Background: an optimization exercise with open tools, aiming at small area, a short achievable clock period and few clock cycles per item. Do not read the settings as production practice.
The RTL was checked by simulation tests, not by an equivalence proof against the original design.
No activity file was given, so power comes from the tool's default toggle rates.

==> flow/design.v, too long to show whole: its modules and the start of the top module <==
// module gemm_top: 3196 lines
module gemm_top (
    input  logic           clk,
    input  logic           rst,
    input  logic           start,
    input  logic           p_wr_en,
    input  logic [1:0]     p_wr_addr,
    input  logic [31:0]    p_wr_data,
    input  logic           q_wr_en,
    input  logic [1:0]     q_wr_addr,
    input  logic [15:0]    q_wr_data,
    input  logic           r_wr_en,
    input  logic [1:0]     r_wr_addr,
    input  logic [127:0]   r_wr_data,
    input  logic           r_rd_en,
    input  logic [1:0]     r_rd_addr,
    output logic           busy,
    output logic           done,
    output logic [127:0]   c_out,
    output logic           c_valid
);
  // ...
==> flow/flow/run.sh <==
#!/bin/bash
set -euo pipefail
export BUFFER_PORTS_ARGS="-buffer_cell sky130_fd_sc_hd__buf_2"
bash standard.sh finish > flow_make.log 2>&1
==> flow/standard.sh <==
#!/bin/bash
# synth_recipe.tcl (not shown) runs the flow's synth.tcl, then flattens the netlist and writes it again
# the make line also repeats each setting of config.mk as NAME=value (left out here)
make -C /OpenROAD-flow-scripts/flow DESIGN_CONFIG=/design/flow/config.mk WORK_HOME=/design/flow/orfs CLKGATE_MAP_FILE= SYNTH_SCRIPT=/design/flow/synth_recipe.tcl "${@:-finish}"
==> flow/config.mk <==
export PLATFORM = sky130hd
export DESIGN_NAME = gemm_top
export DESIGN_NICKNAME = gemm_top
export VERILOG_FILES = /design/flow/design.v
export SDC_FILE = /design/flow/constraint.sdc
export NUM_CORES = 4
export LEC_CHECK = 0
export ABC_CLOCK_PERIOD_IN_PS = 2800
export CAP_MARGIN = 20
export CORE_MARGIN = 2
export CORE_UTILIZATION = 60
export SETUP_SLACK_MARGIN = 2.2
export SLEW_MARGIN = 20
==> flow/constraint.sdc <==
create_clock -name core_clock -period 5.0 [get_ports {clk}]
set_input_delay 1.0000 -clock core_clock [delete_from_list [all_inputs] [get_ports {clk}]]
set_output_delay 1.0000 -clock core_clock [all_outputs]
set_load 0.01 [all_outputs]
==> summary.md, run 1 <==
| Metric | Value |
|---|---|
| Crit path max fanout | `6` |
| Synth top area share | `0.416` |
| CP Capture Type | `flop` |
| Number of synthesized flops with an enable pin | `796` |
| CP Class | `flop to flop` |
| DR top layer | `met5` |
| Fraction of area in multi-input gates | `0.407` |
| Outcome | `no timing/DRC/antenna violations` |
| Largest regs | `r_mem (512), p_mem (128), rd_q (128)` |
| GRT met2 Usage | `0.498` |
| Via density | `5.98` |
| Async SR Flop Fraction | `0` |
| DRT iter0 DRCs | `3773` |
| Non-clock inverter count | `350` |
| Final setup violation count | `0` |
| P_clk | `8.40 mW` |
| Detailed Place HPWL | `101000 µm` |
| Most used cell, CP | `o211ai_1` |
| Vias after detailed routing | `40100` |
| Leakage | `26.8 nW` |
| Top delay family on crit path | `compound AO/OA/AOI/OAI gates` |
| Pwr dens | `854 mW/mm²` |
| Sw power | `23.1 mW` |
| Site Rows | `113` |
| Met2 routed WL | `73700 µm` |
| Critical path depth in cells | `10` |
| Die width | `314 µm` |
| Wire per inst | `23.5 µm` |
Testbench counts, summed over its fixed seeds: cycles 3,488, jobs 384.
==> run 2: changes to the inputs <==
--- a/flow/config.mk
+++ b/flow/config.mk
@@ -9,5 +9,5 @@
 export CAP_MARGIN = 20
 export CORE_MARGIN = 2
-export CORE_UTILIZATION = 60
+export CORE_UTILIZATION = 50
 export SETUP_SLACK_MARGIN = 2.2
 export SLEW_MARGIN = 20
==> run 2 against run 1 <==
- via count fell by 0.69%
- flip-flop and latch count stayed put
- area after synthesis is the same
- combinational power shrank 5%
- clock power is 4.0% higher
- setup slack better by 0.042 ns
- still clean
- sequential power about the same
==> summary.md, run 2 <==
| Metric | Value |
|---|---|
| Outcome | `no timing/DRC/antenna violations` |
| Htree depth | `3` |
| DR DRC count | `0` |
| Flop pwr share | `0.257` |
| Nature of the critical path startpoint | `flop` |
| Unique masters post-synth | `87` |
| Overall power | `57.0 mW` |
| CP max-delay cell | `edfxtp_1` |
| Largest net degree at the start of global routing | `133` |
| Most flop-heavy register | `r_mem` |
| Max incr delay on CP | `0.44 ns` |
| Worst VDD drop | `1170 µV` |
| Vias after detailed routing | `39800 (-0.69%)` |
| Sw power | `22.3 mW (-3.3%)` |
| Post-synthesis mux area share | `0.0343` |
| Largest register FFs | `512` |
| CP Class | `flop to flop` |
| CTS root buf | `clkbuf_16` |
| Crit path max fanout | `8 (+2)` |
| Arrival time worst endpoint | `3.50 ns` |
| Routed Antenna Nets | `0` |
| Syn nets | `5631` |
| Die width | `343 µm (+9.4%)` |
| CTS tree | `built` |
| Sw frac | `0.392` |
| Number of global-route vias before repair | `38300` |
| Clock skew | `0.0639 ns` |
| Seq cells post-synth | `1093` |
| Hold Violations, Final | `0` |
| Main combinational cell family by area after synthesis | `adder cells` |
| Number of synthesized flops with an enable pin | `796 (unchanged)` |
| Nets | `5888` |
| Slew Limit Headroom | `0.297` |
| Main area contributors after synthesis | `edfxtp_1 (42%), dfxtp_1 (10%), fa_1 (7.7%)` |
| Cts hold-fix bufs | `0` |
| Worst path cell trace | `ha_4 > inv_2 > fa_2 > nor2b_2 > o31a_2 > o211ai_1 > nand4_1 > nand2_4 > mux2_4 > a32o_1 > or3b_4` |
| CORE AREA | `0.114 mm²` |
| Simple-gate share of the synthesized area | `0.107` |
| CP Capture Type | `flop` |
| Final setup violation count | `0 (unchanged)` |
| Clock-pin slew on the worst setup and hold paths | `0.06 ns` |
| Ratio of cells with drive above 1 in the final layout | `0.242` |
| Leakage | `26.7 nW (-0.48%)` |
| Post-synth top cells | `edfxtp_1 (796), nand2_1 (711), inv_1 (346)` |
| Cells after Synth | `5050` |
| Combinational fraction of design power | `0.590` |
| Area grow syn2layout | `19.2%` |
| Hold Path Depth | `2` |
| Yosys warnings | `5` |
| Cells on worst reg2reg path | `11` |
| Yosys top cell by area | `edfxtp_1` |
| Synth top area share | `0.416 (unchanged)` |
| Compound-Gate Fraction of Synth Area | `0.112` |
| Hold path start | `r_mem[2][33]$_DFFE_PP_` |
| Initial Util | `0.504` |
| Design Area, Final | `0.0686 mm²` |
| RR Endpoint | `r_mem[1][115]$_DFFE_PP_` |
| Wire per inst | `23.1 µm (-1.8%)` |
| Pwr dens | `831 mW/mm² (-2.7%)` |
| Most frequent cells in the layout | `edfxtp_1 (796), nand2_1 (700), buf_2 (321)` |
| Max Slew Vio Count | `0` |
| Site Rows | `124 (+9.7%)` |
| IO buf count | `321` |
| Post-synthesis area per instance | `11.4 µm²` |
| Reg2Reg Setup Slack | `1.96 ns` |
| RSZ-0062 raised after global routing | `yes` |
| Internal power | `34.7 mW` |
| # Max-Cap Violations | `0` |
| Routability cong. | `0.884` |
| GRT Overall Usage | `0.263` |
| Final period utilization | `0.609` |
| Max frequency | `328 MHz` |
| Critical Path RT | `5.45 ns` |
| Worst hold-check path type | `flop to flop` |
| Worst-Margin Slew | `1.05 ns` |
| Crit Reg-Reg Startpoint | `u_q[3][0]$_DFFE_PN_` |
| DP Area | `0.0607 mm²` |
| Clk pwr share | `0.153` |
| Worst-Skew Late Latency | `0.73 ns` |
| Largest regs | `r_mem (512), p_mem (128), rd_q (128)` |
| Post-synthesis adder-cell area fraction | `0.114` |
| Initial antenna violation count | `21` |
| First-pass GRT wire length | `236000 µm` |
| Worst-case clock buffer depth | `3` |
| Detailed Place HPWL | `102000 µm (+0.85%)` |
| Xor/xnor share of the synthesized area | `0.0611` |
| Mapped Area | `0.0575 mm²` |
| Async SR Flop Fraction | `0 (unchanged)` |
| Die H | `343 µm` |
| Register area share after synthesis | `0.519` |
| Grt ovf | `0` |
| Final min period | `3.04 ns` |
| Ports | `322` |
| Post-Route WL | `160000 µm` |
| Router iterations before antenna repair | `7` |
| Filler instances | `9300` |
| CTS buffer count | `116` |
| Placed cells | `6547` |
| Via density | `5.74 (-4.0%)` |
| Main flop type after synthesis | `edfxtp_1` |
| Clock Sinks | `1093` |
| Most common cell in the synthesized netlist | `edfxtp_1` |
| DRT iter0 DRCs | `3610 (-4.3%)` |
| Hold path endpoint | `rd_q[33]$_DFF_P_` |
| Die Area | `0.118 mm²` |
| TNS Setup | `0 ns` |
| Commonest non-fill, non-tap cell in the layout | `edfxtp_1` |
| Final cell count without fillers | `6935` |
==> run 2: cell counts after synthesis <==
No cell type changed its count.
==> run 2: worst max-delay path by stage <==
stage                             start  slack [ns]                       to
floorplan                       r_wr_en        1.39    r_mem[3][0]$_DFFE_PP_
global placement                p_wr_en        1.29    q_mem[2][8]$_DFFE_PP_
detailed placement              p_wr_en        1.30    q_mem[2][8]$_DFFE_PP_
CTS                 u_q[3][0]$_DFFE_PN_        1.95  r_mem[1][115]$_DFFE_PP_
global route          rd_q[113]$_DFF_P_        1.81  r_mem[2][127]$_DFFE_PP_
finish              u_q[3][0]$_DFFE_PN_        1.96  r_mem[1][115]$_DFFE_PP_
==> run 2: cells by family after synthesis <==
kind of cell / after synthesis
simple gates: 1318
flops: 1093
compound gates: 922
buf+inv: 749
xor+xnor: 401
fa+ha+maj: 390
mux: 177
==> run 2: per-stage QoR <==
step / worst slack [ns] / hold WS, ns / util
final: 1.96 / 0.485 / 0.600
after global routing: 1.81 / 0.518 / 0.600
after CTS: 1.95 / 0.475 / 0.584
after detailed placement: 1.30 / 0.494 / 0.532
after global placement: 1.29 / 0.474 / 0.532
after floorplan: 1.39 / 0.478 / -
==> run 2: repair_timing <==
| item | CTS | global route |
|---|---|---|
| pin swaps | 141 | 149 |
| gates cloned | 9 | 4 |
| buffers inserted | 83 | 58 |
| setup endpoints to repair | 1058 | 880 |
| resized for setup | 262 | 252 |
==> run 2: final cells by class <==
class / instances / area, µm² / share of cell area
clock inverters: 58 / 684 / 0.00998
well taps: 1512 / 1890 / 0.0276
multi-input cells: 3217 / 27800 / 0.406
repair buffers: 529 / 3720 / 0.0543
clock buffers: 162 / 3210 / 0.0468
flip-flops and latches: 1093 / 29900 / 0.436
diodes: 14 / 35.0 / 0.000511
inverters: 350 / 1320 / 0.0192
==> run 2: layer usage <==
layer  up-vias  track usage  share of wire
met2      1480        0.408           0.45
met1     19700        0.371           0.43
li1      18300            -              -
met4         4        0.119          0.048
met5         -            0        0.00016
met3       320       0.0359          0.068
==> run 2: worst max-delay path: cells and delay by family (launching register included) <==
kind | cells | cell delay [ns]
multiplexers | 1 | 0.36
AO/OA/AOI/OAI | 3 | 0.79
flip-flops | 1 | 0.44
adder cells (fa/ha/maj) | 2 | 0.40
buffers and inverters | 1 | 0.05
AND/OR/NAND/NOR | 4 | 0.75
==> run 2: power by group through the flow <==
stage / logic, mW / clock network (mW) / registers (mW)
2_1_floorplan: 20.2 / 0 / 13.8
3_3_place_gp: 25.8 / 0 / 14.7
3_5_place_dp: 26.1 / 0 / 14.8
4_1_cts: 30.7 / 8.90 / 14.6
5_1_grt: 37.0 / 9.25 / 14.8
6_report: 33.6 / 8.74 / 14.6

==> separate check: timing with driven ports <==
No port has a modelled driver above. Below, the same layouts with a new extraction and two added sets of constraints. Step 1: set_driving_cell puts a clkbuf_16 on clk and a buf_2 on each other input, an assumption about the parent block. Step 2 adds t to the input delays and takes it off the output delays; t is the mean of the earliest and latest rising clock arrival at the registers after step 1. Input paths then give back, and output paths get back, about the clock's delay inside the block. Slacks: ideal ports / drivers / drivers and shift; pairs: ideal ports / drivers.
run	t, ns	setup WS [ns]	worst setup path after step 2	worst data-port slew with drivers (ns)
run 1	0.772	1.914 / 1.914 / 1.588	input to register	0.13
run 2	0.770	1.956 / 1.956 / 1.595	input to register	0.16
After both steps setup and hold are still met in every run listed. For run 2, which loses most, drivers alone change the setup slack by 0.000 ns; drivers and shift together by -0.361 ns.
